This design comes from an exercise in tuning for small area and few clock cycles per item on the open sky130 flow, not from production work. In this exercise RTL edits were held to simulation tests only and were not proved equivalent to the original.

==> design/flow/design.v <==
module cordic_pipe #(
    parameter int unsigned DATA_WIDTH  = 16,
    parameter int unsigned ANGLE_WIDTH = 32,
    parameter int unsigned ITERATIONS  = 16,
    parameter int unsigned GUARD_BITS  = 2,
    parameter int unsigned TAG_WIDTH   = 8
) (
    input  logic                    i_clk,
    input  logic                    i_resetn,
    input  logic                    i_valid,
    output logic                    o_inReady,
    input  logic                    i_mode,
    input  logic [DATA_WIDTH-1:0]   i_xIn,
    input  logic [DATA_WIDTH-1:0]   i_yIn,
    input  logic [ANGLE_WIDTH-1:0]  i_angle,
    input  logic [TAG_WIDTH-1:0]    i_tag,
    output logic                    o_valid,
    input  logic                    i_outReady,
    output logic [DATA_WIDTH+1:0]   o_xOut,
    output logic [DATA_WIDTH+1:0]   o_yOut,
    output logic [ANGLE_WIDTH-1:0]  o_zOut,
    output logic [TAG_WIDTH-1:0]    o_tag,
    output logic                    o_mode
);
    localparam int W = 20;
    localparam int S = 16;
    function automatic logic [19:0] pa20_sk(input logic [19:0] a, input logic [19:0] b, input logic cin);
        logic [19:0] g, p, h;
        h = a ^ b;
        g = a & b;
        p = h;
        g[0] = g[0] | (p[0] & cin);
        g[1] = g[1] | (p[1] & g[0]); p[1] = p[1] & p[0];
        g[3] = g[3] | (p[3] & g[2]); p[3] = p[3] & p[2];
        g[5] = g[5] | (p[5] & g[4]); p[5] = p[5] & p[4];
        g[7] = g[7] | (p[7] & g[6]); p[7] = p[7] & p[6];
        g[9] = g[9] | (p[9] & g[8]); p[9] = p[9] & p[8];
        g[11] = g[11] | (p[11] & g[10]); p[11] = p[11] & p[10];
        g[13] = g[13] | (p[13] & g[12]); p[13] = p[13] & p[12];
        g[15] = g[15] | (p[15] & g[14]); p[15] = p[15] & p[14];
        g[17] = g[17] | (p[17] & g[16]); p[17] = p[17] & p[16];
        g[19] = g[19] | (p[19] & g[18]); p[19] = p[19] & p[18];
        g[2] = g[2] | (p[2] & g[1]); p[2] = p[2] & p[1];
        g[3] = g[3] | (p[3] & g[1]); p[3] = p[3] & p[1];
        g[6] = g[6] | (p[6] & g[5]); p[6] = p[6] & p[5];
        g[7] = g[7] | (p[7] & g[5]); p[7] = p[7] & p[5];
        g[10] = g[10] | (p[10] & g[9]); p[10] = p[10] & p[9];
        g[11] = g[11] | (p[11] & g[9]); p[11] = p[11] & p[9];
        g[14] = g[14] | (p[14] & g[13]); p[14] = p[14] & p[13];
        g[15] = g[15] | (p[15] & g[13]); p[15] = p[15] & p[13];
        g[18] = g[18] | (p[18] & g[17]); p[18] = p[18] & p[17];
        g[19] = g[19] | (p[19] & g[17]); p[19] = p[19] & p[17];
        g[4] = g[4] | (p[4] & g[3]); p[4] = p[4] & p[3];
        g[5] = g[5] | (p[5] & g[3]); p[5] = p[5] & p[3];
        g[6] = g[6] | (p[6] & g[3]); p[6] = p[6] & p[3];
        g[7] = g[7] | (p[7] & g[3]); p[7] = p[7] & p[3];
        g[12] = g[12] | (p[12] & g[11]); p[12] = p[12] & p[11];
        g[13] = g[13] | (p[13] & g[11]); p[13] = p[13] & p[11];
        g[14] = g[14] | (p[14] & g[11]); p[14] = p[14] & p[11];
        g[15] = g[15] | (p[15] & g[11]); p[15] = p[15] & p[11];
        g[8] = g[8] | (p[8] & g[7]); p[8] = p[8] & p[7];
        g[9] = g[9] | (p[9] & g[7]); p[9] = p[9] & p[7];
        g[10] = g[10] | (p[10] & g[7]); p[10] = p[10] & p[7];
        g[11] = g[11] | (p[11] & g[7]); p[11] = p[11] & p[7];
        g[12] = g[12] | (p[12] & g[7]); p[12] = p[12] & p[7];
        g[13] = g[13] | (p[13] & g[7]); p[13] = p[13] & p[7];
        g[14] = g[14] | (p[14] & g[7]); p[14] = p[14] & p[7];
        g[15] = g[15] | (p[15] & g[7]); p[15] = p[15] & p[7];
        g[16] = g[16] | (p[16] & g[15]); p[16] = p[16] & p[15];
        g[17] = g[17] | (p[17] & g[15]); p[17] = p[17] & p[15];
        g[18] = g[18] | (p[18] & g[15]); p[18] = p[18] & p[15];
        g[19] = g[19] | (p[19] & g[15]); p[19] = p[19] & p[15];
        pa20_sk = h ^ {g[18:0], cin};
    endfunction
    function automatic logic [31:0] pa32_sk(input logic [31:0] a, input logic [31:0] b, input logic cin);
        logic [31:0] g, p, h;
        h = a ^ b;
        g = a & b;
        p = h;
        g[0] = g[0] | (p[0] & cin);
        g[1] = g[1] | (p[1] & g[0]); p[1] = p[1] & p[0];
        g[3] = g[3] | (p[3] & g[2]); p[3] = p[3] & p[2];
        g[5] = g[5] | (p[5] & g[4]); p[5] = p[5] & p[4];
        g[7] = g[7] | (p[7] & g[6]); p[7] = p[7] & p[6];
        g[9] = g[9] | (p[9] & g[8]); p[9] = p[9] & p[8];
        g[11] = g[11] | (p[11] & g[10]); p[11] = p[11] & p[10];
        g[13] = g[13] | (p[13] & g[12]); p[13] = p[13] & p[12];
        g[15] = g[15] | (p[15] & g[14]); p[15] = p[15] & p[14];
        g[17] = g[17] | (p[17] & g[16]); p[17] = p[17] & p[16];
        g[19] = g[19] | (p[19] & g[18]); p[19] = p[19] & p[18];
        g[21] = g[21] | (p[21] & g[20]); p[21] = p[21] & p[20];
        g[23] = g[23] | (p[23] & g[22]); p[23] = p[23] & p[22];
        g[25] = g[25] | (p[25] & g[24]); p[25] = p[25] & p[24];
        g[27] = g[27] | (p[27] & g[26]); p[27] = p[27] & p[26];
        g[29] = g[29] | (p[29] & g[28]); p[29] = p[29] & p[28];
        g[31] = g[31] | (p[31] & g[30]); p[31] = p[31] & p[30];
        g[2] = g[2] | (p[2] & g[1]); p[2] = p[2] & p[1];
        g[3] = g[3] | (p[3] & g[1]); p[3] = p[3] & p[1];
        g[6] = g[6] | (p[6] & g[5]); p[6] = p[6] & p[5];
        g[7] = g[7] | (p[7] & g[5]); p[7] = p[7] & p[5];
        g[10] = g[10] | (p[10] & g[9]); p[10] = p[10] & p[9];
        g[11] = g[11] | (p[11] & g[9]); p[11] = p[11] & p[9];
        g[14] = g[14] | (p[14] & g[13]); p[14] = p[14] & p[13];
        g[15] = g[15] | (p[15] & g[13]); p[15] = p[15] & p[13];
        g[18] = g[18] | (p[18] & g[17]); p[18] = p[18] & p[17];
        g[19] = g[19] | (p[19] & g[17]); p[19] = p[19] & p[17];
        g[22] = g[22] | (p[22] & g[21]); p[22] = p[22] & p[21];
        g[23] = g[23] | (p[23] & g[21]); p[23] = p[23] & p[21];
        g[26] = g[26] | (p[26] & g[25]); p[26] = p[26] & p[25];
        g[27] = g[27] | (p[27] & g[25]); p[27] = p[27] & p[25];
        g[30] = g[30] | (p[30] & g[29]); p[30] = p[30] & p[29];
        g[31] = g[31] | (p[31] & g[29]); p[31] = p[31] & p[29];
        g[4] = g[4] | (p[4] & g[3]); p[4] = p[4] & p[3];
        g[5] = g[5] | (p[5] & g[3]); p[5] = p[5] & p[3];
        g[6] = g[6] | (p[6] & g[3]); p[6] = p[6] & p[3];
        g[7] = g[7] | (p[7] & g[3]); p[7] = p[7] & p[3];
        g[12] = g[12] | (p[12] & g[11]); p[12] = p[12] & p[11];
        g[13] = g[13] | (p[13] & g[11]); p[13] = p[13] & p[11];
        g[14] = g[14] | (p[14] & g[11]); p[14] = p[14] & p[11];
        g[15] = g[15] | (p[15] & g[11]); p[15] = p[15] & p[11];
        g[20] = g[20] | (p[20] & g[19]); p[20] = p[20] & p[19];
        g[21] = g[21] | (p[21] & g[19]); p[21] = p[21] & p[19];
        g[22] = g[22] | (p[22] & g[19]); p[22] = p[22] & p[19];
        g[23] = g[23] | (p[23] & g[19]); p[23] = p[23] & p[19];
        g[28] = g[28] | (p[28] & g[27]); p[28] = p[28] & p[27];
        g[29] = g[29] | (p[29] & g[27]); p[29] = p[29] & p[27];
        g[30] = g[30] | (p[30] & g[27]); p[30] = p[30] & p[27];
        g[31] = g[31] | (p[31] & g[27]); p[31] = p[31] & p[27];
        g[8] = g[8] | (p[8] & g[7]); p[8] = p[8] & p[7];
        g[9] = g[9] | (p[9] & g[7]); p[9] = p[9] & p[7];
        g[10] = g[10] | (p[10] & g[7]); p[10] = p[10] & p[7];
        g[11] = g[11] | (p[11] & g[7]); p[11] = p[11] & p[7];
        g[12] = g[12] | (p[12] & g[7]); p[12] = p[12] & p[7];
        g[13] = g[13] | (p[13] & g[7]); p[13] = p[13] & p[7];
        g[14] = g[14] | (p[14] & g[7]); p[14] = p[14] & p[7];
        g[15] = g[15] | (p[15] & g[7]); p[15] = p[15] & p[7];
        g[24] = g[24] | (p[24] & g[23]); p[24] = p[24] & p[23];
        g[25] = g[25] | (p[25] & g[23]); p[25] = p[25] & p[23];
        g[26] = g[26] | (p[26] & g[23]); p[26] = p[26] & p[23];
        g[27] = g[27] | (p[27] & g[23]); p[27] = p[27] & p[23];
        g[28] = g[28] | (p[28] & g[23]); p[28] = p[28] & p[23];
        g[29] = g[29] | (p[29] & g[23]); p[29] = p[29] & p[23];
        g[30] = g[30] | (p[30] & g[23]); p[30] = p[30] & p[23];
        g[31] = g[31] | (p[31] & g[23]); p[31] = p[31] & p[23];
        g[16] = g[16] | (p[16] & g[15]); p[16] = p[16] & p[15];
        g[17] = g[17] | (p[17] & g[15]); p[17] = p[17] & p[15];
        g[18] = g[18] | (p[18] & g[15]); p[18] = p[18] & p[15];
        g[19] = g[19] | (p[19] & g[15]); p[19] = p[19] & p[15];
        g[20] = g[20] | (p[20] & g[15]); p[20] = p[20] & p[15];
        g[21] = g[21] | (p[21] & g[15]); p[21] = p[21] & p[15];
        g[22] = g[22] | (p[22] & g[15]); p[22] = p[22] & p[15];
        g[23] = g[23] | (p[23] & g[15]); p[23] = p[23] & p[15];
        g[24] = g[24] | (p[24] & g[15]); p[24] = p[24] & p[15];
        g[25] = g[25] | (p[25] & g[15]); p[25] = p[25] & p[15];
        g[26] = g[26] | (p[26] & g[15]); p[26] = p[26] & p[15];
        g[27] = g[27] | (p[27] & g[15]); p[27] = p[27] & p[15];
        g[28] = g[28] | (p[28] & g[15]); p[28] = p[28] & p[15];
        g[29] = g[29] | (p[29] & g[15]); p[29] = p[29] & p[15];
        g[30] = g[30] | (p[30] & g[15]); p[30] = p[30] & p[15];
        g[31] = g[31] | (p[31] & g[15]); p[31] = p[31] & p[15];
        pa32_sk = h ^ {g[30:0], cin};
    endfunction
    logic en;
    assign en = i_outReady | ~o_valid;
    assign o_inReady = en;
    logic signed [W-1:0] x_q [1:S];
    logic signed [W-1:0] y_q [1:S];
    logic [31:0]         z_q [1:S];
    logic [7:0]          t_q [1:S];
    logic [S:1]          m_q;
    logic [S:1]          v_q;
    logic signed [W-1:0] x_d [1:S];
    logic signed [W-1:0] y_d [1:S];
    logic [31:0]         z_d [1:S];
    logic signed [W-1:0] xe, ye, x0, y0;
    logic [31:0] z0;
    assign xe = {{(W-16){i_xIn[15]}}, i_xIn} <<< 2;
    assign ye = {{(W-16){i_yIn[15]}}, i_yIn} <<< 2;
    always_comb begin
        x0 = xe; y0 = ye; z0 = i_angle;
        if (i_mode) begin
            z0 = '0;
            if (xe[W-1]) begin
                if (!ye[W-1]) begin x0 = ye; y0 = -xe; z0 = 32'h40000000; end
                else begin x0 = -ye; y0 = xe; z0 = 32'hc0000000; end
            end
        end else begin
            case (i_angle[31:30])
                2'b01: begin x0 = -ye; y0 = xe; z0 = i_angle - 32'h40000000; end
                2'b10: begin x0 = ye; y0 = -xe; z0 = i_angle + 32'h40000000; end
                default: ;
            endcase
        end
    end
    logic d0;
    logic signed [W-1:0] x1, y1, xs0, ys0;
    logic [31:0] z1;
    assign d0 = i_mode ? y0[W-1] : ~z0[31];
    assign xs0 = x0 >>> 0;
    assign ys0 = y0 >>> 0;
    assign x1 = pa20_sk(x0, (ys0 ^ {W{d0}}), d0);
    assign y1 = pa20_sk(y0, (xs0 ^ {W{~d0}}), ~d0);
    assign z1 = pa32_sk(z0, (d0 ? 32'he0000000 : 32'h20000000), 1'b0);
    assign x_d[1] = x1;
    assign y_d[1] = y1;
    assign z_d[1] = z1;
    logic d1;
    logic signed [W-1:0] x2, y2, xs1, ys1;
    logic [31:0] z2;
    assign d1 = m_q[1] ? y_q[1][W-1] : ~z_q[1][31];
    assign xs1 = x_q[1] >>> 1;
    assign ys1 = y_q[1] >>> 1;
    assign x2 = pa20_sk(x_q[1], (ys1 ^ {W{d1}}), d1);
    assign y2 = pa20_sk(y_q[1], (xs1 ^ {W{~d1}}), ~d1);
    assign z2 = pa32_sk(z_q[1], (d1 ? 32'hed1bfae2 : 32'h12e4051e), 1'b0);
    assign x_d[2] = x2;
    assign y_d[2] = y2;
    assign z_d[2] = z2;
    logic d2;
    logic signed [W-1:0] x3, y3, xs2, ys2;
    logic [31:0] z3;
    assign d2 = m_q[2] ? y_q[2][W-1] : ~z_q[2][31];
    assign xs2 = x_q[2] >>> 2;
    assign ys2 = y_q[2] >>> 2;
    assign x3 = pa20_sk(x_q[2], (ys2 ^ {W{d2}}), d2);
    assign y3 = pa20_sk(y_q[2], (xs2 ^ {W{~d2}}), ~d2);
    assign z3 = pa32_sk(z_q[2], (d2 ? 32'hf604c7a5 : 32'h09fb385b), 1'b0);
    assign x_d[3] = x3;
    assign y_d[3] = y3;
    assign z_d[3] = z3;
    logic d3;
    logic signed [W-1:0] x4, y4, xs3, ys3;
    logic [31:0] z4;
    assign d3 = m_q[3] ? y_q[3][W-1] : ~z_q[3][31];
    assign xs3 = x_q[3] >>> 3;
    assign ys3 = y_q[3] >>> 3;
    assign x4 = pa20_sk(x_q[3], (ys3 ^ {W{d3}}), d3);
    assign y4 = pa20_sk(y_q[3], (xs3 ^ {W{~d3}}), ~d3);
    assign z4 = pa32_sk(z_q[3], (d3 ? 32'hfaeeee2c : 32'h051111d4), 1'b0);
    assign x_d[4] = x4;
    assign y_d[4] = y4;
    assign z_d[4] = z4;
    logic d4;
    logic signed [W-1:0] x5, y5, xs4, ys4;
    logic [31:0] z5;
    assign d4 = m_q[4] ? y_q[4][W-1] : ~z_q[4][31];
    assign xs4 = x_q[4] >>> 4;
    assign ys4 = y_q[4] >>> 4;
    assign x5 = pa20_sk(x_q[4], (ys4 ^ {W{d4}}), d4);
    assign y5 = pa20_sk(y_q[4], (xs4 ^ {W{~d4}}), ~d4);
    assign z5 = pa32_sk(z_q[4], (d4 ? 32'hfd74f2bd : 32'h028b0d43), 1'b0);
    assign x_d[5] = x5;
    assign y_d[5] = y5;
    assign z_d[5] = z5;
    logic d5;
    logic signed [W-1:0] x6, y6, xs5, ys5;
    logic [31:0] z6;
    assign d5 = m_q[5] ? y_q[5][W-1] : ~z_q[5][31];
    assign xs5 = x_q[5] >>> 5;
    assign ys5 = y_q[5] >>> 5;
    assign x6 = pa20_sk(x_q[5], (ys5 ^ {W{d5}}), d5);
    assign y6 = pa20_sk(y_q[5], (xs5 ^ {W{~d5}}), ~d5);
    assign z6 = pa32_sk(z_q[5], (d5 ? 32'hfeba281f : 32'h0145d7e1), 1'b0);
    assign x_d[6] = x6;
    assign y_d[6] = y6;
    assign z_d[6] = z6;
    logic d6;
    logic signed [W-1:0] x7, y7, xs6, ys6;
    logic [31:0] z7;
    assign d6 = m_q[6] ? y_q[6][W-1] : ~z_q[6][31];
    assign xs6 = x_q[6] >>> 6;
    assign ys6 = y_q[6] >>> 6;
    assign x7 = pa20_sk(x_q[6], (ys6 ^ {W{d6}}), d6);
    assign y7 = pa20_sk(y_q[6], (xs6 ^ {W{~d6}}), ~d6);
    assign z7 = pa32_sk(z_q[6], (d6 ? 32'hff5d09e2 : 32'h00a2f61e), 1'b0);
    assign x_d[7] = x7;
    assign y_d[7] = y7;
    assign z_d[7] = z7;
    logic d7;
    logic signed [W-1:0] x8, y8, xs7, ys7;
    logic [31:0] z8;
    assign d7 = m_q[7] ? y_q[7][W-1] : ~z_q[7][31];
    assign xs7 = x_q[7] >>> 7;
    assign ys7 = y_q[7] >>> 7;
    assign x8 = pa20_sk(x_q[7], (ys7 ^ {W{d7}}), d7);
    assign y8 = pa20_sk(y_q[7], (xs7 ^ {W{~d7}}), ~d7);
    assign z8 = pa32_sk(z_q[7], (d7 ? 32'hffae83ab : 32'h00517c55), 1'b0);
    assign x_d[8] = x8;
    assign y_d[8] = y8;
    assign z_d[8] = z8;
    logic d8;
    logic signed [W-1:0] x9, y9, xs8, ys8;
    logic [31:0] z9;
    assign d8 = m_q[8] ? y_q[8][W-1] : ~z_q[8][31];
    assign xs8 = x_q[8] >>> 8;
    assign ys8 = y_q[8] >>> 8;
    assign x9 = pa20_sk(x_q[8], (ys8 ^ {W{d8}}), d8);
    assign y9 = pa20_sk(y_q[8], (xs8 ^ {W{~d8}}), ~d8);
    assign z9 = pa32_sk(z_q[8], (d8 ? 32'hffd741ad : 32'h0028be53), 1'b0);
    assign x_d[9] = x9;
    assign y_d[9] = y9;
    assign z_d[9] = z9;
    logic d9;
    logic signed [W-1:0] x10, y10, xs9, ys9;
    logic [31:0] z10;
    assign d9 = m_q[9] ? y_q[9][W-1] : ~z_q[9][31];
    assign xs9 = x_q[9] >>> 9;
    assign ys9 = y_q[9] >>> 9;
    assign x10 = pa20_sk(x_q[9], (ys9 ^ {W{d9}}), d9);
    assign y10 = pa20_sk(y_q[9], (xs9 ^ {W{~d9}}), ~d9);
    assign z10 = pa32_sk(z_q[9], (d9 ? 32'hffeba0d1 : 32'h00145f2f), 1'b0);
    assign x_d[10] = x10;
    assign y_d[10] = y10;
    assign z_d[10] = z10;
    logic d10;
    logic signed [W-1:0] x11, y11, xs10, ys10;
    logic [31:0] z11;
    assign d10 = m_q[10] ? y_q[10][W-1] : ~z_q[10][31];
    assign xs10 = x_q[10] >>> 10;
    assign ys10 = y_q[10] >>> 10;
    assign x11 = pa20_sk(x_q[10], (ys10 ^ {W{d10}}), d10);
    assign y11 = pa20_sk(y_q[10], (xs10 ^ {W{~d10}}), ~d10);
    assign z11 = pa32_sk(z_q[10], (d10 ? 32'hfff5d068 : 32'h000a2f98), 1'b0);
    assign x_d[11] = x11;
    assign y_d[11] = y11;
    assign z_d[11] = z11;
    logic d11;
    logic signed [W-1:0] x12, y12, xs11, ys11;
    logic [31:0] z12;
    assign d11 = m_q[11] ? y_q[11][W-1] : ~z_q[11][31];
    assign xs11 = x_q[11] >>> 11;
    assign ys11 = y_q[11] >>> 11;
    assign x12 = pa20_sk(x_q[11], (ys11 ^ {W{d11}}), d11);
    assign y12 = pa20_sk(y_q[11], (xs11 ^ {W{~d11}}), ~d11);
    assign z12 = pa32_sk(z_q[11], (d11 ? 32'hfffae834 : 32'h000517cc), 1'b0);
    assign x_d[12] = x12;
    assign y_d[12] = y12;
    assign z_d[12] = z12;
    logic d12;
    logic signed [W-1:0] x13, y13, xs12, ys12;
    logic [31:0] z13;
    assign d12 = m_q[12] ? y_q[12][W-1] : ~z_q[12][31];
    assign xs12 = x_q[12] >>> 12;
    assign ys12 = y_q[12] >>> 12;
    assign x13 = pa20_sk(x_q[12], (ys12 ^ {W{d12}}), d12);
    assign y13 = pa20_sk(y_q[12], (xs12 ^ {W{~d12}}), ~d12);
    assign z13 = pa32_sk(z_q[12], (d12 ? 32'hfffd741a : 32'h00028be6), 1'b0);
    assign x_d[13] = x13;
    assign y_d[13] = y13;
    assign z_d[13] = z13;
    logic d13;
    logic signed [W-1:0] x14, y14, xs13, ys13;
    logic [31:0] z14;
    assign d13 = m_q[13] ? y_q[13][W-1] : ~z_q[13][31];
    assign xs13 = x_q[13] >>> 13;
    assign ys13 = y_q[13] >>> 13;
    assign x14 = pa20_sk(x_q[13], (ys13 ^ {W{d13}}), d13);
    assign y14 = pa20_sk(y_q[13], (xs13 ^ {W{~d13}}), ~d13);
    assign z14 = pa32_sk(z_q[13], (d13 ? 32'hfffeba0d : 32'h000145f3), 1'b0);
    assign x_d[14] = x14;
    assign y_d[14] = y14;
    assign z_d[14] = z14;
    logic d14;
    logic signed [W-1:0] x15, y15, xs14, ys14;
    logic [31:0] z15;
    assign d14 = m_q[14] ? y_q[14][W-1] : ~z_q[14][31];
    assign xs14 = x_q[14] >>> 14;
    assign ys14 = y_q[14] >>> 14;
    assign x15 = pa20_sk(x_q[14], (ys14 ^ {W{d14}}), d14);
    assign y15 = pa20_sk(y_q[14], (xs14 ^ {W{~d14}}), ~d14);
    assign z15 = pa32_sk(z_q[14], (d14 ? 32'hffff5d06 : 32'h0000a2fa), 1'b0);
    assign x_d[15] = x15;
    assign y_d[15] = y15;
    assign z_d[15] = z15;
    logic d15;
    logic signed [W-1:0] x16, y16, xs15, ys15;
    logic [31:0] z16;
    assign d15 = m_q[15] ? y_q[15][W-1] : ~z_q[15][31];
    assign xs15 = x_q[15] >>> 15;
    assign ys15 = y_q[15] >>> 15;
    assign x16 = pa20_sk(x_q[15], (ys15 ^ {W{d15}}), d15);
    assign y16 = pa20_sk(y_q[15], (xs15 ^ {W{~d15}}), ~d15);
    assign z16 = pa32_sk(z_q[15], (d15 ? 32'hffffae83 : 32'h0000517d), 1'b0);
    assign x_d[16] = x16;
    assign y_d[16] = y16;
    assign z_d[16] = z16;
    always_ff @(posedge i_clk or negedge i_resetn) begin
        if (!i_resetn) v_q <= '0;
        else if (en) v_q <= S'({v_q, i_valid});
    end
    always_ff @(posedge i_clk) begin
        if (en) begin
            m_q <= S'({m_q, i_mode});
            t_q[1] <= i_tag;
            for (int k = 2; k <= S; k++) t_q[k] <= t_q[k-1];
            for (int k = 1; k <= S; k++) begin
                x_q[k] <= x_d[k];
                y_q[k] <= y_d[k];
                z_q[k] <= z_d[k];
            end
        end
    end
    assign o_valid = v_q[S];
    assign o_xOut  = x_q[S][W-1:2];
    assign o_yOut  = y_q[S][W-1:2];
    assign o_zOut  = z_q[S];
    assign o_tag   = t_q[S];
    assign o_mode  = m_q[S];
endmodule
==> design/flow/run.sh <==
#!/bin/bash
# synth_recipe.tcl (not shown) runs the flow's synth.tcl, then flattens the netlist and writes it again
# the make line also repeats each setting of config.mk as NAME=value (left out here)
make -C /OpenROAD-flow-scripts/flow DESIGN_CONFIG=/design/flow/config.mk WORK_HOME=/design/flow/orfs CLKGATE_MAP_FILE= SYNTH_SCRIPT=/design/flow/synth_recipe.tcl finish
==> design/flow/config.mk <==
export PLATFORM = sky130hd
export DESIGN_NAME = cordic_pipe
export DESIGN_NICKNAME = cordic_pipe
export VERILOG_FILES = /design/flow/design.v
export SDC_FILE = /design/flow/constraint.sdc
export NUM_CORES = 4
export LEC_CHECK = 0
export CAP_MARGIN = 20
export CORE_MARGIN = 2
export CORE_UTILIZATION = 60
export SLEW_MARGIN = 20
==> design/flow/constraint.sdc <==
create_clock -name core_clock -period 5.0 [get_ports {i_clk}]
set_input_delay 1.0000 -clock core_clock [delete_from_list [all_inputs] [get_ports {i_clk}]]
set_output_delay 1.0000 -clock core_clock [all_outputs]
set_load 0.01 [all_outputs]
==> impl_metrics.csv, run 1 <==
group,metric,value,unit
synthesis,ys_seq_elements,1302,
route,ant_nets,0,
timing,finalSetupViolCount,0,
place,place.gp.congestion,0.855,
synthesis,async_reset_ff_share,1.23,%
cts,cts_root_buf,"clkbuf_16",
route,drt-vias-per-instance,5.50,
global_routing,grt_pass1_vias,55800,
cts,cts_max_level,4,
cells_and_area,antennaDiodeCount,0,
synthesis,ys.flop_type,"edfxtp_1",
floorplanning,ios,156,
global_routing,grt_pass1_wl,271,mm
cells_and_area,layout_commonest_cell,"edfxtp_1",
timing,period_share,95.7,%
setup_path,startpoint_type,"input port",
synthesis,synth_edf_count,1286,
synthesis,ys_types,80,
timing,drv_slew,0,
timing,worst_pin_slew,1.12,ns
worst_hold_path,hold_path_class,"reg2reg",
cells_and_area,fin_cells,9863,
global_routing,grt_overflow_total,0,
cells_and_area,final_area,96500,µm²
timing,finClkSkew,0.0406,ns
synthesis,syn_inst,7318,
cells_and_area,layout-drive-gt1-share,8.30,%
cells_and_area,num-fill-cells,10400,
place,placedCellCount,9587,
synthesis,syn_area_per_cell,11.7,µm²
floorplanning,rows,138,
timing,fin_tns_setup,0,ns
cells_and_area,mostFrequentLayoutCells,"edfxtp_1, ha_1, xnor2_1, inv_1, nor2_1",
timing,finalHoldViolCount,0,
setup_path,critPathKind,"in2reg",
cts,clkSlewWorstSetupHoldPaths,0.06,ns
setup_path,reg2reg_depth,14,
floorplanning,start_util,60.4,%
place,io_buffers,155,
worst_hold_path,whs_path_depth,0,
status,outcome,"no timing/DRC/antenna violations",
global_routing,track_usage,22.8,%
cts,clkSinkCount,1302,
timing,max_freq,209,MHz
setup_path,worst-path-max-fanout,4,
floorplanning,die_x,381,µm
setup_path,timing.reg2reg.setup_slack,0.31,ns
floorplanning,die_area,145000,µm²
cells_and_area,fin_nets,9137,
setup_path,rr_endpoint,"z_q[16][31]",
setup_path,cp.required,5.64,ns
cts,clockBufferDepth,3,
setup_path,r2r-start,"m_q[15]",
synthesis,syn_nets,8601,
worst_hold_path,hp-start,"t_q[10][7]",
synthesis,syn_area,85400,µm²
cts,cts_tree,"built",
timing,period_minus_slack,4.79,ns
global_routing,grt_max_degree,178,
cells_and_area,area_delta_synth_final,13.1,%
synthesis,ys.warnings.count,8,
floorplanning,die_h,381,µm
synthesis,ys_seq_area_share,45.7,%
setup_path,worstSetupEndpointType,"flop",
place,dpl_cell_area,91700,µm²
route,drt_iter0_drc,2350,
cts,clock_latency,0.79,ns
route,drcViolationCount,0,
cts,cts_buffers,147,
route,vias,54300,
floorplanning,coreArea,141000,µm²
worst_hold_path,hold-path-endpoint,"t_q[11][7]",
route,post_drt_wl_per_cell,16.6,µm
route,finalWirelength,164,mm
route,drt_first_pass_iters,5,
run,maxCapViolCount,0,
place,hpwl,127,mm
global_routing,antenna_found_initial,1,
timing,relSlewSlack,25.4,%
setup_path,arrival,5.43,ns
logic make-up (layout without fill, tap and decap cells):
logic type / count (synthesis) / count (layout) / share of synthesized area [%]
flip-flops: 1302 / 1302 / 45.7
AO/OA/AOI/OAI: 1324 / 1324 / 10.4
XOR/XNOR: 1112 / 1112 / 11.4
AND/OR/NAND/NOR: 1593 / 1593 / 9.07
buffers and inverters: 735 / 1390 / 3.25
multiplexers: 46 / 46 / 0.566
adder cells (fa/ha/maj): 1206 / 1206 / 19.6
critical path, stage by stage:
cell,delay (ns)
clkdlybuf4s50_1,0.42
inv_1,0.06
ha_1,0.16
or3b_4,0.41
or3_4,0.35
buf_4,0.15
nor3_2,0.10
buf_4,0.14
nor3_1,0.04
a21oi_1,0.12
nor2_1,0.05
a21oi_1,0.12
o21ai_1,0.07
buf_4,0.16
xnor2_2,0.12
ha_1,0.30
o21a_1,0.17
o31a_1,0.12
o41a_1,0.42
and2_1,0.19
o21a_1,0.19
nor2_2,0.13
fa_1,0.39
inv_1,0.06
per-stage QoR:
step	hold slack, ns	worst slack [ns]	utilization (%)
2_1_floorplan	0.400	-0.322	-
3_3_place_gp	0.401	-0.706	64.8
3_5_place_dp	0.405	-0.727	64.8
4_1_cts	0.402	0.115	68.2
5_1_grt	0.407	-0.00659	68.3
6_report	0.409	0.214	68.3
sequential cells by signal (all words and copies together), names as in the netlist:
name,cells
x_q,315
v_q,16
z_q,512
t_q,128
y_q,315
m_q,16
worst max path at each step:
stage          depth (start not counted)  slack, ns    endpoint   startpoint
3_5_place_dp                          24      -0.73  x_q[1][16]     i_xIn[0]
5_1_grt                               20     -0.007  y_q[1][16]  i_angle[31]
2_1_floorplan                          3      -0.32   o_inReady   i_outReady
4_1_cts                               24       0.12  x_q[1][16]     i_xIn[0]
6_report                              24       0.21  x_q[1][16]     i_xIn[0]
3_3_place_gp                          23      -0.71  x_q[1][16]     i_xIn[0]
synth_stat cells, types with 30 or more instances:
library cell  instances  area (µm²)
edfxtp_1           1286       38600
ha_1                986       12300
xnor2_1             741        6490
inv_1               650        2440
nor2_1              548        2060
xor2_1              371        3250
a21oi_1             333        1670
o21ai_0             249        1250
nand2_1             226         848
fa_1                220        4400
a21o_1              205        1540
nor3_1              179         896
o21a_1              140        1050
nor2b_1             127         795
nand3_1             122         611
and2_1               96         601
nand2b_1             82         513
or2_2                63         394
and3_1               60         375
clkbuf_1             60         225
a211oi_1             47         353
o21bai_1             40         300
or3_1                35         219
a21boi_0             30         225
mux2i_1              30         300
layer usage:
metal / part of all wire [%] / GRT usage (%) / wire (µm) / vias to the layer above
met4: 3.0 / 7.69 / 4940 / 2
met1: 41 / 26.3 / 66600 / 25900
li1: - / - / - / 27300
met3: 2.8 / 2.95 / 4630 / 312
met2: 53 / 43.2 / 87600 / 730
met5: 0.0067 / 0 / 11 / -
what timing repair did:
action / CTS / global route
hold buffers: 0 / 0
setup endpoints to repair: 0 / 12
setup buffers: 0 / 8
gates resized for setup: 0 / 27
final cells by class:
cell class / instances / area (µm²) / share of cell area, %
timing repair buffer: 472 / 4120 / 4.27
clock inverter: 88 / 902 / 0.934
sequential: 1302 / 39000 / 40.4
inverter: 650 / 2440 / 2.53
clock buffer: 180 / 3820 / 3.96
tap: 1890 / 2360 / 2.45
multi-input combinational: 5281 / 43900 / 45.4
Testbench counts, summed over its fixed seeds: cycles 8,128, items 8,000.
==> run 2, diff against run 1 <==
--- a/design/flow/config.mk
+++ b/design/flow/config.mk
@@ -9,3 +9,4 @@
 export CORE_MARGIN = 2
 export CORE_UTILIZATION = 60
+export CTS_BUF_LIST = sky130_fd_sc_hd__clkbuf_4 sky130_fd_sc_hd__clkbuf_8
 export SLEW_MARGIN = 20
==> run 2 against run 1 <==
  * Fmax is 1.1% higher
  * Sequential cell count stayed put
  * Area after synthesis stayed put
  * Global-route usage hardly changed
  * Clock skew is 0.010 ns higher
  * Synthesized cell count stayed put
  * Die area stayed put
  * Register-to-register slack hardly changed
  * Wire length is 0.14% higher
  * Highest routed layer unchanged
==> impl_metrics.csv, run 2 <==
group,metric,value,unit
setup_path,r2r-start,"m_q[15]",
setup_path,slowest_delay,0.50,ns
synthesis,ys_seq_area_share,45.7,%
synthesis,ys_types,80,
floorplanning,ios,156,
synthesis,post-synth-top-count-cell,"edfxtp_1",
synthesis,yosys-top-cells-count,"edfxtp_1, ha_1, xnor2_1",
synthesis,syn_area,85400,µm²
route,drt_iter0_drc,2261,
place,place.gp.congestion,0.855,
global_routing,grt_max_degree,178,
global_routing,grt_overflow_total,0,
cells_and_area,fin_cells,9996,
cts,cts_hold_buffers,0,
timing,period_minus_slack,4.73,ns
timing,relSlewSlack,22.8,%
setup_path,reg2reg_depth,14,
route,ant_nets,0,
cells_and_area,mostFrequentLayoutCells,"edfxtp_1, ha_1, xnor2_1, inv_1, nor2_1",
cts,cts_buffers,220,
synthesis,synth_xor_area_share,11.4,%
timing,max_freq,211,MHz
setup_path,cp_top_family,"compound AO/OA/AOI/OAI gates",
global_routing,track_usage,22.8,%
place,hpwl,127,mm
timing,fin_tns_setup,0,ns
cells_and_area,layout-drive-gt1-share,9.61,%
global_routing,grt_pass1_vias,56300,
timing,finClkSkew,0.0505,ns
route,wl_met1,66.7,mm
synthesis,async_reset_ff_share,1.23,%
route,routed-wl-met3,5.08,mm
synthesis,syn_inst,7318,
cells_and_area,area_delta_synth_final,12.5,%
cells_and_area,top_register,"z_q",
setup_path,path_buf_inv,5,
cells_and_area,layout_commonest_cell,"edfxtp_1",
cells_and_area,fin_nets,9213,
setup_path,cp.required,5.79,ns
status,outcome,"no timing/DRC/antenna violations",
floorplanning,die_x,381,µm
cts,clkSlewWorstSetupHoldPaths,0.06,ns
route,top_layer,"met5",
timing,finalSetupViolCount,0,
floorplanning,rows,138,
route,finalWirelength,164,mm
floorplanning,start_util,60.4,%
worst_hold_path,hold-path-endpoint,"t_q[5][1]",
setup_path,worstSetupEndpointType,"flop",
setup_path,critPathKind,"in2reg",
global_routing,antenna_found_initial,2,
route,vias,54700,
synthesis,synth_compound_area_share,10.4,%
place,placedCellCount,9587,
setup_path,arrival,5.53,ns
setup_path,startpoint_type,"input port",
cts,clock_latency,0.95,ns
floorplanning,die_area,145000,µm²
cells_and_area,final_area,96100,µm²
place,dpl_cell_area,91700,µm²
timing,finalHoldViolCount,0,
synthesis,ys_top_cells_by_area,"edfxtp_1, ha_1, xnor2_1, fa_1, xor2_1",
route,drcViolationCount,0,
route,wl_met2,86.8,mm
floorplanning,coreArea,141000,µm²
timing,drv_slew,0,
setup_path,worst-path-max-fanout,3,
synthesis,synth_top_family_by_area,"adder cells",
place,io_buffers,155,
synthesis,synth_edf_count,1286,
synthesis,ys.warnings.count,8,
cts,clkSinkCount,1302,
cts,cts_root_buf,"clkbuf_8",
floorplanning,die_h,381,µm
global_routing,grt_pass1_wl,271,mm
synthesis,synthMuxAreaShare,0.566,%
timing,period_share,94.7,%
route,drt_first_pass_iters,5,
route,drt-vias-per-instance,5.47,
synthesis,syn_nets,8601,
timing,fin_hold_ws,0.369,ns
run,maxCapViolCount,0,
cts,cts_tree,"built",
timing,worst_pin_slew,1.16,ns
synthesis,ys_seq_elements,1302,
cells_and_area,largest_reg_flops,512,
cts,clockBufferDepth,3,
synthesis,synth_simple_gate_area_share,9.07,%
synthesis,syn_area_per_cell,11.7,µm²
worst_hold_path,hold_path_class,"reg2reg",
worst_hold_path,whs_path_depth,0,
cts,cts_max_level,4,
setup_path,path_cells,"clkdlybuf4s50_1 -> inv_1 -> ha_1 -> or3b_2 -> buf_4 -> nor3_1 -> nor3_1 -> a21oi_1 -> nor2_1 -> a21oi_1 -> o21ai_0 -> buf_4 -> xnor2_1 -> ha_1 -> a21oi_1 -> o21ai_0 -> o211a_1 -> o31a_1 -> o41a_1 -> and2_1 -> o21a_1 -> nor2_2 -> fa_1 -> inv_1",
setup_path,rr_endpoint,"z_q[16][31]",
setup_path,timing.reg2reg.setup_slack,0.32,ns
synthesis,yosysTopAreaCell,"edfxtp_1",
worst_hold_path,hp-start,"t_q[4][1]",
cells_and_area,top_regs,"z_q (512), x_q (315), y_q (315)",
synthesis,ys.flop_type,"edfxtp_1",
route,post_drt_wl_per_cell,16.4,µm
setup_path,crit_top_cell,"a21oi_1",
synthesis,netlist.area_leader.share,45.2,%
synthesis,synthAdderAreaFrac,19.6,%
setup_path,critPathSlowestCell,"or3b_2",
-- run 2: cell counts after synthesis --
No cell type changed its count.
-- run 2: worst max path at each step --
stage	to	startpoint	cells past startpoint
final	x_q[1][16]	i_xIn[0]	24
after floorplan	o_inReady	i_outReady	3
after global placement	x_q[1][16]	i_xIn[0]	23
after global routing	z_q[9][31]	m_q[8]	14
after detailed placement	x_q[1][16]	i_xIn[0]	24
after CTS	y_q[11][16]	m_q[10]	16
-- run 2: cell families after synthesis --
kind of cell / Yosys count
simple gates: 1593
compound gates: 1324
flops: 1302
fa+ha+maj: 1206
xor+xnor: 1112
buf+inv: 735
mux: 46
-- run 2: per-layer routing --
layer / vias to the layer above / global-route usage (%)
met5: - / 0
met4: 2 / 8.55
met3: 338 / 3.13
met2: 797 / 42.8
met1: 26000 / 26.2
li1: 27500 / -
-- run 2: through the flow --
| step | worst slack (ns) | util [%] |
|---|---|---|
| floorplan | -0.322 | - |
| global placement | -0.706 | 64.8 |
| detailed placement | -0.727 | 64.8 |
| CTS | 0.185 | 67.9 |
| global route | -0.00358 | 67.9 |
| finish | 0.266 | 67.9 |
-- run 2: worst register-to-register path: stages (launching register included) --
cell and delay [ns]:
edfxtp_1 0.45, nand2b_1 0.21, nand2_1 0.21, inv_1 0.23, fa_1 0.49, a211oi_1 0.37, o21a_1 0.25, nor3_1 0.08
a211o_1 0.36, o311a_1 0.40, a221oi_2 0.42, o21ai_1 0.27, a211oi_1 0.40, o21bai_1 0.12, xor2_1 0.15
-- run 2: area by class of cell --
type	instances	area, µm²
Timing Repair Buffer	475	4150
Fill cell	10500	45300
Inverter	650	2440
Tap cell	1890	2360
Clock inverter	106	744
Sequential cell	1302	39000
Antenna cell	1	2.50
Multi-Input combinational cell	5281	43800
Clock buffer	291	3560
-- run 2: what timing repair did --
item | in CTS | in global routing
resized for setup | 0 | 5
setup buffers | 0 | 11
endpoints found under the setup margin | 0 | 8
==> run 3, diff against run 2 <==
--- a/design/flow/config.mk
+++ b/design/flow/config.mk
@@ -8,5 +8,6 @@
 export CAP_MARGIN = 20
 export CORE_MARGIN = 2
-export CORE_UTILIZATION = 60
+export CORE_UTILIZATION = 75
 export CTS_BUF_LIST = sky130_fd_sc_hd__clkbuf_4 sky130_fd_sc_hd__clkbuf_8
+export CTS_CLUSTER_SIZE = 30
 export SLEW_MARGIN = 20
==> run 3 against run 2 <==
  * Synthesized cell count unchanged
  * Sequential cell count is the same
  * Final cell count shrank 4.6%
  * Critical path type unchanged
  * Sequential share of layout area grew 0.46 points
==> impl_metrics.csv, run 3 <==
group,metric,value,unit
timing,relSlewSlack,20.6,%
floorplanning,die_area,117000,µm²
global_routing,grt_overflow_total,0,
cells_and_area,layout_commonest_cell,"edfxtp_1",
cells_and_area,num-fill-cells,5913,
setup_path,worst-path-max-fanout,4,
synthesis,ys_seq_area_share,45.7,%
synthesis,ys_top_cells_by_area,"edfxtp_1, ha_1, xnor2_1, fa_1, xor2_1",
global_routing,grt_pass1_vias,60200,
synthesis,syn_inst,7318,
timing,worst_pin_slew,1.19,ns
cts,clockBufferDepth,3,
global_routing,grt_pass1_wl,292,mm
cts,clock_latency,0.93,ns
synthesis,syn_area_per_cell,11.7,µm²
synthesis,yosysTopAreaCell,"edfxtp_1",
setup_path,cp.required,5.76,ns
cts,cts_hold_buffers,0,
floorplanning,rows,123,
cells_and_area,mostFrequentLayoutCells,"edfxtp_1, ha_1, xnor2_1, inv_1, nor2_1",
cts,clkSinkCount,1302,
status,outcome,"no timing/DRC/antenna violations",
setup_path,startpoint_type,"input port",
place,place.gp.congestion,0.902,
place,io_buffers,155,
floorplanning,ios,156,
timing,fin_hold_ws,0.404,ns
cells_and_area,fin_nets,9166,
cells_and_area,top_regs,"z_q (512), x_q (315), y_q (315)",
cells_and_area,largest_reg_flops,512,
floorplanning,die_h,341,µm
synthesis,post-synth-top-count-cell,"edfxtp_1",
cts,cts_max_level,4,
timing,fin_ws,0.157,ns
route,drcViolationCount,0,
route,vias,57100,
setup_path,worstSetupEndpointType,"flop",
synthesis,ys.warnings.count,8,
route,drt_iter0_drc,3436,
cells_and_area,layout-drive-gt1-share,9.11,%
synthesis,synth_edf_count,1286,
global_routing,grt_max_degree,176,
global_routing,track_usage,31.2,%
worst_hold_path,hold_path_class,"reg2reg",
synthesis,ys.flop_type,"edfxtp_1",
setup_path,arrival,5.60,ns
cells_and_area,top_register,"z_q",
route,post_drt_wl_per_cell,19.0,µm
route,ant_nets,0,
floorplanning,coreArea,113000,µm²
cells_and_area,seq_area,39000,µm²
floorplanning,start_util,75.8,%
setup_path,critPathKind,"in2reg",
timing,finalSetupViolCount,0,
cts,clkSlewWorstSetupHoldPaths,0.06,ns
synthesis,netlist.area_leader.share,45.2,%
place,hpwl,136,mm
route,drt_first_pass_iters,5,
timing,max_freq,206,MHz
synthesis,syn_nets,8601,
cells_and_area,final_area,95000,µm²
synthesis,ys_types,80,
run,maxCapViolCount,0,
synthesis,async_reset_ff_share,1.23,%
timing,finalHoldViolCount,0,
cts,cts_root_buf,"clkbuf_8",
cts,cts_tree,"built",
timing,period_minus_slack,4.84,ns
floorplanning,die_x,341,µm
synthesis,ys_seq_elements,1302,
place,place_ws,-0.892,ns
cts,cts_buffers,204,
synthesis,yosys-top-cells-count,"edfxtp_1, ha_1, xnor2_1",
global_routing,antenna_found_initial,7,
timing,finClkSkew,0.0563,ns
place,dpl_cell_area,90900,µm²
timing,drv_slew,0,
route,drt-vias-per-instance,5.99,
route,finalWirelength,181,mm
cells_and_area,multiInputGateArea,43900,µm²
timing,period_share,96.9,%
synthesis,syn_area,85400,µm²
cells_and_area,area_delta_synth_final,11.3,%
[run 3: metrics by stage]
step	instances	TNS, ns	util [%]
2_1_floorplan	7318	-1.52	-
3_3_place_gp	9170	-7.81	80.7
3_5_place_dp	9170	-9.25	80.7
4_1_cts	9530	0	84.2
5_1_grt	9538	-0.0700	84.3
6_report	9538	0	84.3
[run 3: logic make-up (layout without fill, tap and decap cells)]
kind of cell	after synthesis	after routing	synth area share, %
other cells	0	1	0
mux	46	46	0.566
fa+ha+maj	1206	1206	19.6
flops	1302	1302	45.7
simple gates	1593	1593	9.07
compound gates	1324	1324	10.4
xor+xnor	1112	1112	11.4
buf+inv	735	1454	3.25
[run 3: what timing repair did]
| action | CTS | global route |
|---|---|---|
| endpoints found under the setup margin | 0 | 20 |
| setup buffers | 0 | 7 |
| hold endpoints to repair | 0 | 0 |
| resized for setup | 0 | 22 |
[run 3: path summary, 6_finish.rpt]
path	from	end	slack [ns]	cells past startpoint
max in group asynchronous	i_resetn	v_q[6]	4.03	1
hold reg to reg	t_q[14][4]	t_q[15][4]	0.40	0
setup reg to reg	m_q[11]	z_q[12][31]	0.26	13
min in group asynchronous	i_resetn	v_q[1]	0.51	1
hold / removal	t_q[14][4]	t_q[15][4]	0.40	0
setup / recovery	i_xIn[0]	x_q[1][16]	0.16	23
[run 3: worst max-delay path, cell delays in order]
cell             delay [ns]
clkdlybuf4s50_1        0.42
inv_1                  0.08
ha_1                   0.16
or3b_4                 0.39
or3_4                  0.35
o21ai_0                0.16
a21oi_1                0.09
nor2_1                 0.09
a21oi_1                0.04
o21ai_0                0.15
buf_4                  0.15
xnor2_1                0.14
ha_1                   0.28
a21oi_1                0.12
o21ai_0                0.09
o211a_1                0.15
o31a_1                 0.35
o41a_1                 0.44
and2_1                 0.20
o21a_1                 0.19
nor2_2                 0.11
fa_1                   0.40
inv_1                  0.06
[run 3: area by class of cell]
| class | count | area share (%) |
|---|---|---|
| Multi-Input combinational cell | 5281 | 46.2 |
| Sequential cell | 1302 | 41.1 |
| Timing Repair Buffer | 444 | 4.08 |
| Clock buffer | 274 | 3.54 |
| Inverter | 650 | 2.57 |
| Tap cell | 1500 | 1.98 |
| Clock inverter | 86 | 0.607 |
| Antenna cell | 1 | 0.00263 |
[run 3: metal layers]
layer,vias to the layer above,share of wire (%),wire length [µm],track usage [%]
li1,27400,-,-,-
met1,27700,37,67700,34.2
met3,528,4.6,8280,4.68
met5,-,0.041,75,0
met4,10,4.4,7960,14.0
met2,1504,54,96800,59.1
==> run 4, diff against run 3 <==
--- a/design/flow/config.mk
+++ b/design/flow/config.mk
@@ -8,6 +8,4 @@
 export CAP_MARGIN = 20
 export CORE_MARGIN = 2
-export CORE_UTILIZATION = 75
-export CTS_BUF_LIST = sky130_fd_sc_hd__clkbuf_4 sky130_fd_sc_hd__clkbuf_8
-export CTS_CLUSTER_SIZE = 30
+export CORE_UTILIZATION = 40
 export SLEW_MARGIN = 20
==> run 4 against run 3 <==
  * Critical path depth is 2 higher
  * Final cell count is 14% higher
  * Area after synthesis stayed put
  * Largest cell class unchanged
==> impl_metrics.csv, run 4 <==
group,metric,value,unit
synthesis,synth_xor_area_share,11.4,%
setup_path,critPathKind,"in2reg",
global_routing,grt_pass1_wl,268,mm
setup_path,worstSetupEndpointType,"flop",
synthesis,syn_nets,8601,
place,place.gp.congestion,0.872,
worst_hold_path,hold_path_class,"reg2reg",
timing,fin_tns_setup,0,ns
timing,finalHoldViolCount,0,
synthesis,post-synth-top-count-cell,"edfxtp_1",
setup_path,critPathSlowestCell,"clkdlybuf4s50_1",
setup_path,reg2reg_depth,16,
route,wl_met2,87.9,mm
route,finalWirelength,162,mm
cells_and_area,layout-drive-gt1-share,8.80,%
timing,fin_ws,0.218,ns
synthesis,syn_inst,7318,
route,routed-wl-met3,4.37,mm
cells_and_area,fin_nets,9175,
synthesis,ys_types,80,
setup_path,worst-path-max-fanout,7,
global_routing,track_usage,15.0,%
place,place_ws,-0.910,ns
floorplanning,ios,156,
synthesis,ys_seq_elements,1302,
cts,clockBufferDepth,3,
status,outcome,"no timing/DRC/antenna violations",
setup_path,slowest_delay,0.53,ns
global_routing,antenna_found_initial,0,
cts,cts_hold_buffers,0,
synthesis,ys.flop_type,"edfxtp_1",
global_routing,grt_max_degree,152,
synthesis,ys.warnings.count,8,
timing,finalSetupViolCount,0,
floorplanning,coreArea,212000,µm²
place,placedCellCount,10600,
cells_and_area,final_core_util,46.2,%
place,dpl_cell_area,93000,µm²
route,post_drt_wl_per_cell,15.0,µm
global_routing,grt_pass1_vias,55300,
timing,period_minus_slack,4.78,ns
cells_and_area,top_register,"z_q",
cells_and_area,mostFrequentLayoutCells,"edfxtp_1, ha_1, xnor2_1, inv_1, nor2_1",
timing,period_share,95.6,%
synthesis,syn_area_per_cell,11.7,µm²
cts,cts_buffers,153,
timing,drv_slew,0,
synthesis,netlist.area_leader.share,45.2,%
cells_and_area,layout_commonest_cell,"edfxtp_1",
synthesis,synth_top_family_by_area,"adder cells",
floorplanning,die_h,466,µm
floorplanning,die_x,466,µm
synthesis,ys_seq_area_share,45.7,%
synthesis,yosys-top-cells-count,"edfxtp_1, ha_1, xnor2_1",
route,ant_nets,0,
cells_and_area,top_regs,"z_q (512), x_q (315), y_q (315)",
synthesis,synth_compound_area_share,10.4,%
run,maxCapViolCount,0,
route,drcViolationCount,0,
synthesis,synth_simple_gate_area_share,9.07,%
worst_hold_path,whs_path_depth,0,
global_routing,grt_overflow_total,0,
route,drt_first_pass_iters,5,
synthesis,ys_top_cells_by_area,"edfxtp_1, ha_1, xnor2_1, fa_1, xor2_1",
cells_and_area,fin_cells,10800,
cells_and_area,area_delta_synth_final,14.8,%
floorplanning,start_util,40.3,%
timing,rsz0062_at_grt,"no",
timing,relSlewSlack,31.3,%
setup_path,arrival,5.47,ns
cts,cts_root_buf,"clkbuf_16",
floorplanning,die_area,217000,µm²
cells_and_area,final_area,98000,µm²
setup_path,cp.required,5.69,ns
place,hpwl,128,mm
route,drt_iter0_drc,1762,
synthesis,synthMuxAreaShare,0.566,%
timing,max_freq,209,MHz
timing,worst_pin_slew,1.03,ns
route,vias,53300,
route,wl_met1,62.8,mm
synthesis,synth_edf_count,1286,
timing,finClkSkew,0.0356,ns
floorplanning,rows,169,
cells_and_area,antennaDiodeCount,0,
synthesis,yosysTopAreaCell,"edfxtp_1",
cts,clkSinkCount,1302,
cells_and_area,largest_reg_flops,512,
route,top_layer,"met4",
synthesis,syn_area,85400,µm²
cts,clkSlewWorstSetupHoldPaths,0.06,ns
synthesis,async_reset_ff_share,1.23,%
cts,clock_latency,0.81,ns
cts,cts_max_level,4,
route,drt-vias-per-instance,4.92,
setup_path,startpoint_type,"input port",
synthesis,synthAdderAreaFrac,19.6,%
place,io_buffers,155,
cells_and_area,num-fill-cells,18900,
cts,cts_tree,"built",
timing,fin_hold_ws,0.414,ns
run 4: changes by cell type in the layout (fill, tap and decap cells not counted), moves of 4 or more:
cell	before	now
inv_16	0	4
clkinvlp_4	0	4
clkbuf_1	0	25
clkinv_8	1	5
clkbuf_8	209	0
clkinv_16	0	4
clkbuf_4	65	0
o21ai_0	247	243
clkbuf_16	0	154
clkinv_1	52	30
buf_4	275	335
clkinv_2	16	31
run 4: path summary, 6_finish.rpt:
| check | start | slack, ns | to |
|---|---|---|---|
| setup / recovery | i_angle[31] | 0.22 | x_q[1][16] |
| hold / removal | t_q[14][6] | 0.41 | t_q[15][6] |
| setup reg to reg | m_q[7] | 0.35 | y_q[8][17] |
| hold reg to reg | t_q[14][6] | 0.41 | t_q[15][6] |
| max in group asynchronous | i_resetn | 3.96 | v_q[13] |
| min in group asynchronous | i_resetn | 0.61 | v_q[2] |
run 4: repair_timing:
action                     4_1_cts  5_1_grt
pin swaps                        0       10
resized for setup                1       27
setup endpoints to repair        1       16
setup buffers                    0        6
run 4: logic make-up after synthesis:
logic type      Yosys count
flops                  1302
simple gates           1593
xor+xnor               1112
buf+inv                 735
compound gates         1324
mux                      46
fa+ha+maj              1206
run 4: final cells by class:
cell class                 count  area (µm²)  area share [%]
clock buffer                 179        3950            4.03
clock inverter                94         890           0.908
inverter                     650        2440            2.49
multi-input combinational   5281       43900            44.7
sequential                  1302       39000            39.8
tap                         2821        3530            3.60
timing repair buffer         504        4340            4.43
run 4: metal layers:
layer | track usage [%] | vias to the layer above
met5 | 0 | -
met4 | 7.00 | 0
met3 | 2.17 | 373
met2 | 29.7 | 676
met1 | 15.3 | 24800
li1 | - | 27400
run 4: critical path: cells and delay by family:
family | cells | cell delay (ns)
compound gates | 10 | 1.82
xor+xnor | 1 | 0.20
fa+ha+maj | 3 | 0.90
buf+inv | 6 | 1.04
simple gates | 5 | 0.50
==> run 5, diff against run 4 <==
--- a/design/flow/config.mk
+++ b/design/flow/config.mk
@@ -8,4 +8,7 @@
 export CAP_MARGIN = 20
 export CORE_MARGIN = 2
-export CORE_UTILIZATION = 40
+export CORE_UTILIZATION = 65
+export CTS_BUF_LIST = sky130_fd_sc_hd__clkbuf_4 sky130_fd_sc_hd__clkbuf_8
+export GPL_ROUTABILITY_DRIVEN = 0
+export GPL_TIMING_DRIVEN = 0
 export SLEW_MARGIN = 20
==> run 5 against run 4 <==
  * Critical path depth is 3 lower
  * Setup slack worse by 0.051 ns
  * Area after synthesis stayed put
  * Still clean on timing, DRC and antenna
  * Utilization is 27 points higher
  * Highest routed layer is now met5
==> impl_metrics.csv, run 5 <==
group,metric,value,unit
synthesis,ys.flop_type,"edfxtp_1",
cells_and_area,top_regs,"z_q (512), x_q (315), y_q (315)",
cts,cts_max_level,4,
route,drt_iter0_drc,2276,
setup_path,crit_top_cell,"a21oi_1",
route,drt-vias-per-instance,5.64,
route,ant_nets,0,
cells_and_area,largest_reg_flops,512,
synthesis,async_reset_ff_share,1.23,%
cts,cts_buffers,216,
timing,finalHoldViolCount,0,
setup_path,slowest_delay,0.43,ns
route,drt_first_pass_iters,6,
setup_path,reg2reg_depth,16,
setup_path,critPathKind,"in2reg",
floorplanning,ios,156,
route,post_drt_wl_per_cell,16.8,µm
cells_and_area,final_core_util,72.9,%
place,io_buffers,140,
cells_and_area,top_register,"z_q",
cells_and_area,layout_commonest_cell,"edfxtp_1",
synthesis,yosysTopAreaCell,"edfxtp_1",
cells_and_area,final_area,94800,µm²
floorplanning,die_area,134000,µm²
setup_path,worst-path-max-fanout,7,
floorplanning,die_x,366,µm
synthesis,syn_inst,7318,
run,maxCapViolCount,0,
route,drcViolationCount,0,
cts,cts_root_buf,"clkbuf_8",
cts,clockBufferDepth,3,
timing,worst_pin_slew,1.05,ns
timing,finalSetupViolCount,0,
synthesis,ys_seq_area_share,45.7,%
cells_and_area,fin_nets,9029,
worst_hold_path,hp-start,"t_q[8][5]",
synthesis,syn_area,85400,µm²
setup_path,worstSetupEndpointType,"flop",
timing,drv_slew,0,
floorplanning,rows,132,
global_routing,grt_pass1_wl,267,mm
cells_and_area,num-fill-cells,9050,
cts,clkSinkCount,1302,
timing,fin_ws,0.167,ns
floorplanning,die_h,366,µm
route,vias,54500,
synthesis,syn_nets,8601,
route,finalWirelength,162,mm
cells_and_area,mostFrequentLayoutCells,"edfxtp_1, ha_1, xnor2_1, inv_1, nor2_1",
worst_hold_path,hold_path_class,"reg2reg",
place,dpl_cell_area,89500,µm²
synthesis,ys_top_cells_by_area,"edfxtp_1, ha_1, xnor2_1, fa_1, xor2_1",
timing,period_minus_slack,4.83,ns
setup_path,rr_endpoint,"x_q[14][17]",
status,outcome,"no timing/DRC/antenna violations",
global_routing,grt_max_degree,158,
setup_path,timing.reg2reg.setup_slack,0.20,ns
floorplanning,coreArea,130000,µm²
cells_and_area,layout-drive-gt1-share,8.23,%
timing,fin_hold_ws,0.410,ns
cts,clkSlewWorstSetupHoldPaths,0.06,ns
synthesis,yosys-top-cells-count,"edfxtp_1, ha_1, xnor2_1",
timing,period_share,96.7,%
global_routing,grt_pass1_vias,57200,
setup_path,path_cells,"dlygate4sd2_1 -> inv_1 -> ha_2 -> or3b_4 -> or3_4 -> o21ai_0 -> a21oi_1 -> nor2_1 -> a21oi_1 -> o21ai_2 -> xnor2_2 -> ha_1 -> a21oi_1 -> o21ai_0 -> o211a_1 -> o31a_1 -> o41a_1 -> and2_1 -> o21a_1 -> nor2_2 -> fa_1 -> inv_1",
synthesis,netlist.area_leader.share,45.2,%
place,place_ws,-1.81,ns
timing,max_freq,207,MHz
worst_hold_path,whs_path_depth,0,
floorplanning,start_util,65.7,%
setup_path,r2r-start,"m_q[13]",
cells_and_area,area_delta_synth_final,11.0,%
synthesis,ys_types,80,
timing,finClkSkew,0.0628,ns
setup_path,cp.required,5.76,ns
synthesis,ys.warnings.count,8,
worst_hold_path,hold-path-endpoint,"t_q[9][5]",
setup_path,startpoint_type,"input port",
global_routing,track_usage,24.3,%
cts,cts_tree,"built",
timing,relSlewSlack,29.3,%
synthesis,synth_edf_count,1286,
cts,clock_latency,0.95,ns
synthesis,ys_seq_elements,1302,
global_routing,grt_overflow_total,0,
synthesis,syn_area_per_cell,11.7,µm²
setup_path,critPathSlowestCell,"o41a_1",
setup_path,arrival,5.60,ns
global_routing,antenna_found_initial,4,
place,hpwl,121,mm
synthesis,post-synth-top-count-cell,"edfxtp_1",
## run 5: cell counts after synthesis
Identical to the previous run, type by type.
## run 5: routing by layer
| layer | GRT usage [%] | share of wire [%] |
|---|---|---|
| met4 | 12.7 | 5.0 |
| met2 | 48.1 | 55 |
| met3 | 4.02 | 3.6 |
| met1 | 23.8 | 36 |
| met5 | 0 | 0.0080 |
## run 5: logic make-up after synthesis
group,after synthesis,share of synthesized area [%]
flip-flops,1302,45.7
adder cells (fa/ha/maj),1206,19.6
buffers and inverters,735,3.25
AO/OA/AOI/OAI,1324,10.4
AND/OR/NAND/NOR,1593,9.07
XOR/XNOR,1112,11.4
multiplexers,46,0.566
## run 5: stage by stage
step / TNS (ns) / instances
final: 0 / 9663
after global routing: -0.0415 / 9661
after CTS: -0.0721 / 9638
after detailed placement: -112.49 / 9215
after global placement: -2376.70 / 9200
after floorplan: -1.52 / 7318
## run 5: worst max path at each step
stage | slack, ns | start | endpoint
global placement | -3.35 | i_outReady | o_inReady
detailed placement | -1.81 | i_mode | x_q[1][16]
CTS | -0.07 | m_q[6] | z_q[7][31]
finish | 0.17 | i_xIn[1] | x_q[1][16]
floorplan | -0.32 | i_outReady | o_inReady
global route | -0.02 | m_q[6] | y_q[7][17]
## run 5: cell type report
cell class / instances / area, µm² / area share (%)
buffer: 84 / 500 / 0.528
clock buffer: 292 / 3580 / 3.78
sequential: 1302 / 39000 / 41.2
antenna: 3 / 7.51 / 0.00792
tap: 1742 / 2180 / 2.30
multi-input combinational: 5282 / 44100 / 46.5
timing repair inverter: 10 / 52.6 / 0.0555
clock inverter: 98 / 552 / 0.582
inverter: 650 / 2500 / 2.64
timing repair buffer: 200 / 2280 / 2.41
## run 5: timing repair
item                       CTS  global route
pin swaps                    4             5
gates resized for setup    107            94
setup buffers               21            18
hold buffers                 0             0
gates cloned                13             4
setup endpoints to repair  238           102
## run 5: worst max-delay path, delay by kind of cell
family	cells	cell delay, ns
AND/OR/NAND/NOR	5	1.18
adder cells (fa/ha/maj)	3	0.90
AO/OA/AOI/OAI	10	1.89
buffers and inverters	3	0.45
XOR/XNOR	1	0.18
==> run 6, diff against run 5 <==
--- a/design/flow/config.mk
+++ b/design/flow/config.mk
@@ -9,5 +9,7 @@
 export CORE_MARGIN = 2
 export CORE_UTILIZATION = 65
-export CTS_BUF_LIST = sky130_fd_sc_hd__clkbuf_4 sky130_fd_sc_hd__clkbuf_8
+export CTS_BUF_LIST = sky130_fd_sc_hd__clkbuf_16
+export CTS_CLUSTER_DIAMETER = 120
+export CTS_CLUSTER_SIZE = 22
 export GPL_ROUTABILITY_DRIVEN = 0
 export GPL_TIMING_DRIVEN = 0
==> run 6 against run 5 <==
  * Critical endpoint unchanged
  * Largest cell class unchanged
  * Sequential cell count stayed put
  * Register-to-register slack better by 0.04 ns
  * Area after synthesis stayed put
  * Fmax is 0.23% lower
  * First-iteration DRC count is 6.4% higher
  * Non-clock buffer count is 9 higher
  * Synthesized cell count stayed put
==> impl_metrics.csv, run 6 <==
group,metric,value,unit
synthesis,ys_top_cells_by_area,"edfxtp_1, ha_1, xnor2_1, fa_1, xor2_1",
cells_and_area,top_register,"z_q",
synthesis,netlist.area_leader.share,45.2,%
global_routing,antenna_found_initial,3,
route,ant_nets,0,
synthesis,ys_seq_area_share,45.7,%
cells_and_area,layout-drive-gt1-share,5.67,%
synthesis,synth_xor_area_share,11.4,%
synthesis,synth_compound_area_share,10.4,%
global_routing,grt_overflow_total,0,
cells_and_area,layout_commonest_cell,"edfxtp_1",
synthesis,ys_seq_elements,1302,
global_routing,track_usage,23.7,%
cells_and_area,largest_reg_flops,512,
cts,cts_buffers,69,
synthesis,post-synth-top-count-cell,"edfxtp_1",
synthesis,ys.flop_type,"edfxtp_1",
synthesis,syn_area_per_cell,11.7,µm²
cells_and_area,fin_nets,8891,
cells_and_area,final_area,92700,µm²
floorplanning,coreArea,130000,µm²
worst_hold_path,hold_path_class,"reg2reg",
cts,clock_latency,0.69,ns
route,vias,53600,
synthesis,yosys-top-cells-count,"edfxtp_1, ha_1, xnor2_1",
global_routing,grt_pass1_vias,55800,
timing,fin_hold_ws,0.413,ns
synthesis,ys.warnings.count,8,
synthesis,synth_top_family_by_area,"adder cells",
synthesis,syn_inst,7318,
route,drt_first_pass_iters,5,
synthesis,synth_simple_gate_area_share,9.07,%
setup_path,startpoint_type,"input port",
timing,finalSetupViolCount,0,
setup_path,cp.required,5.55,ns
status,outcome,"no timing/DRC/antenna violations",
synthesis,syn_nets,8601,
setup_path,worst-path-max-fanout,10,
floorplanning,ios,156,
worst_hold_path,whs_path_depth,0,
timing,finClkSkew,0.0342,ns
cells_and_area,num-fill-cells,9156,
timing,rsz0062_at_grt,"yes",
floorplanning,die_h,366,µm
timing,period_minus_slack,4.84,ns
setup_path,arrival,5.39,ns
synthesis,synth_edf_count,1286,
timing,finalHoldViolCount,0,
run 6: cell counts after synthesis:
Identical to the previous run, type by type.
run 6: layout make-up:
| type | count | area (µm²) | area share (%) |
|---|---|---|---|
| antenna | 2 | 5.00 | 0.00540 |
| buffer | 83 | 528 | 0.569 |
| clock buffer | 72 | 1800 | 1.94 |
| clock inverter | 12 | 88.8 | 0.0958 |
| inverter | 650 | 2500 | 2.70 |
| multi-input combinational | 5282 | 44200 | 47.7 |
| sequential | 1302 | 39000 | 42.1 |
| tap | 1742 | 2180 | 2.35 |
| timing repair buffer | 210 | 2360 | 2.54 |
| timing repair inverter | 10 | 52.6 | 0.0567 |
run 6: logic make-up (layout without fill, tap and decap cells):
group | Yosys count | in the layout
muxes | 46 | 46
other | 0 | 2
DFF | 1302 | 1302
and+or+nand+nor | 1593 | 1594
AOI/OAI and AO/OA | 1324 | 1324
buffers and inverters | 735 | 1037
xor gates and xnor gates | 1112 | 1112
adders and majority gates | 1206 | 1206
run 6: critical path, cell delays in order:
cell and delay [ns]:
clkdlybuf4s15_2 0.26, ha_2 0.25, inv_1 0.13, buf_2 0.23, o311ai_1 0.27, o21ai_1 0.14, o21ai_2 0.14, buf_4 0.17
xnor2_2 0.14, ha_1 0.28, o21ai_1 0.15, nand2b_1 0.08, a21oi_2 0.15, o21ai_0 0.11, o211a_1 0.17, o31a_1 0.32
o41a_1 0.41, and2_1 0.20, o21a_1 0.19, nor2_2 0.12, fa_1 0.41, inv_1 0.06
run 6: timing repair:
action	CTS	global route
gates cloned	13	4
pin swaps	7	9
setup endpoints to repair	250	92
buffers inserted	25	23
endpoints found under the hold margin	0	0
gates resized for setup	134	122
run 6: worst paths after layout:
| kind | from | endpoint | slack, ns |
|---|---|---|---|
| setup / recovery | i_angle[31] | x_q[1][16] | 0.16 |
| hold / removal | t_q[15][6] | t_q[16][6] | 0.41 |
| hold reg to reg | t_q[15][6] | t_q[16][6] | 0.41 |
| min in group asynchronous | i_resetn | v_q[6] | 0.75 |
| max in group asynchronous | i_resetn | v_q[9] | 3.79 |
| setup reg to reg | m_q[14] | y_q[15][19] | 0.24 |
run 6: layer usage:
metal	GRT usage, %	routed length (µm)
met2	47.7	89200
met5	0	11
met3	2.47	4580
met4	11.7	7440
met1	23.9	58200
run 6: stage by stage:
stage                     worst slack (ns)  instances   TNS, ns
final                                0.156       9365         0
after global routing               -0.0155       9363   -0.0351
after CTS                          0.00370       9336         0
after detailed placement             -1.81       9215   -112.49
after global placement               -3.35       9200  -2376.70
after floorplan                     -0.322       7318     -1.52

==> static timing again, ports no longer ideal <==
The flow's constraints put no driver on any port. The routed layouts listed below were extracted and timed again, unchanged, in two steps. Step 1, drivers: a clkbuf_16 drives i_clk and a buf_2 each remaining input, both assumed. Step 2 times the ports against the registers' clock, not the clock port: input delays grow and output delays shrink by t, the midpoint of the rising clock arrivals with the driver on. Three values: no drivers, after step 1, after step 2; two values: the first two.
| run | t (ns) | slack for setup (ns) | worst slew at a driven data input, ns |
|---|---|---|---|
| run 1 | 0.849 | 0.214 / 0.272 / -0.577 | 0.06 |
| run 2 | 0.995 | 0.266 / 0.317 / -0.678 | 0.08 |
| run 3 | 0.971 | 0.157 / 0.208 / -0.763 | 0.09 |
| run 4 | 0.883 | 0.218 / 0.281 / -0.602 | 0.07 |
| run 5 | 0.985 | 0.167 / 0.160 / -0.764 | 0.08 |
| run 6 | 0.758 | 0.156 / 0.180 / -0.545 | 0.09 |
Met with ideal ports but missed after step 2: setup timing in every run listed. For run 2, which loses most, drivers alone change the setup slack by +0.051 ns; drivers and shift together by -0.944 ns.
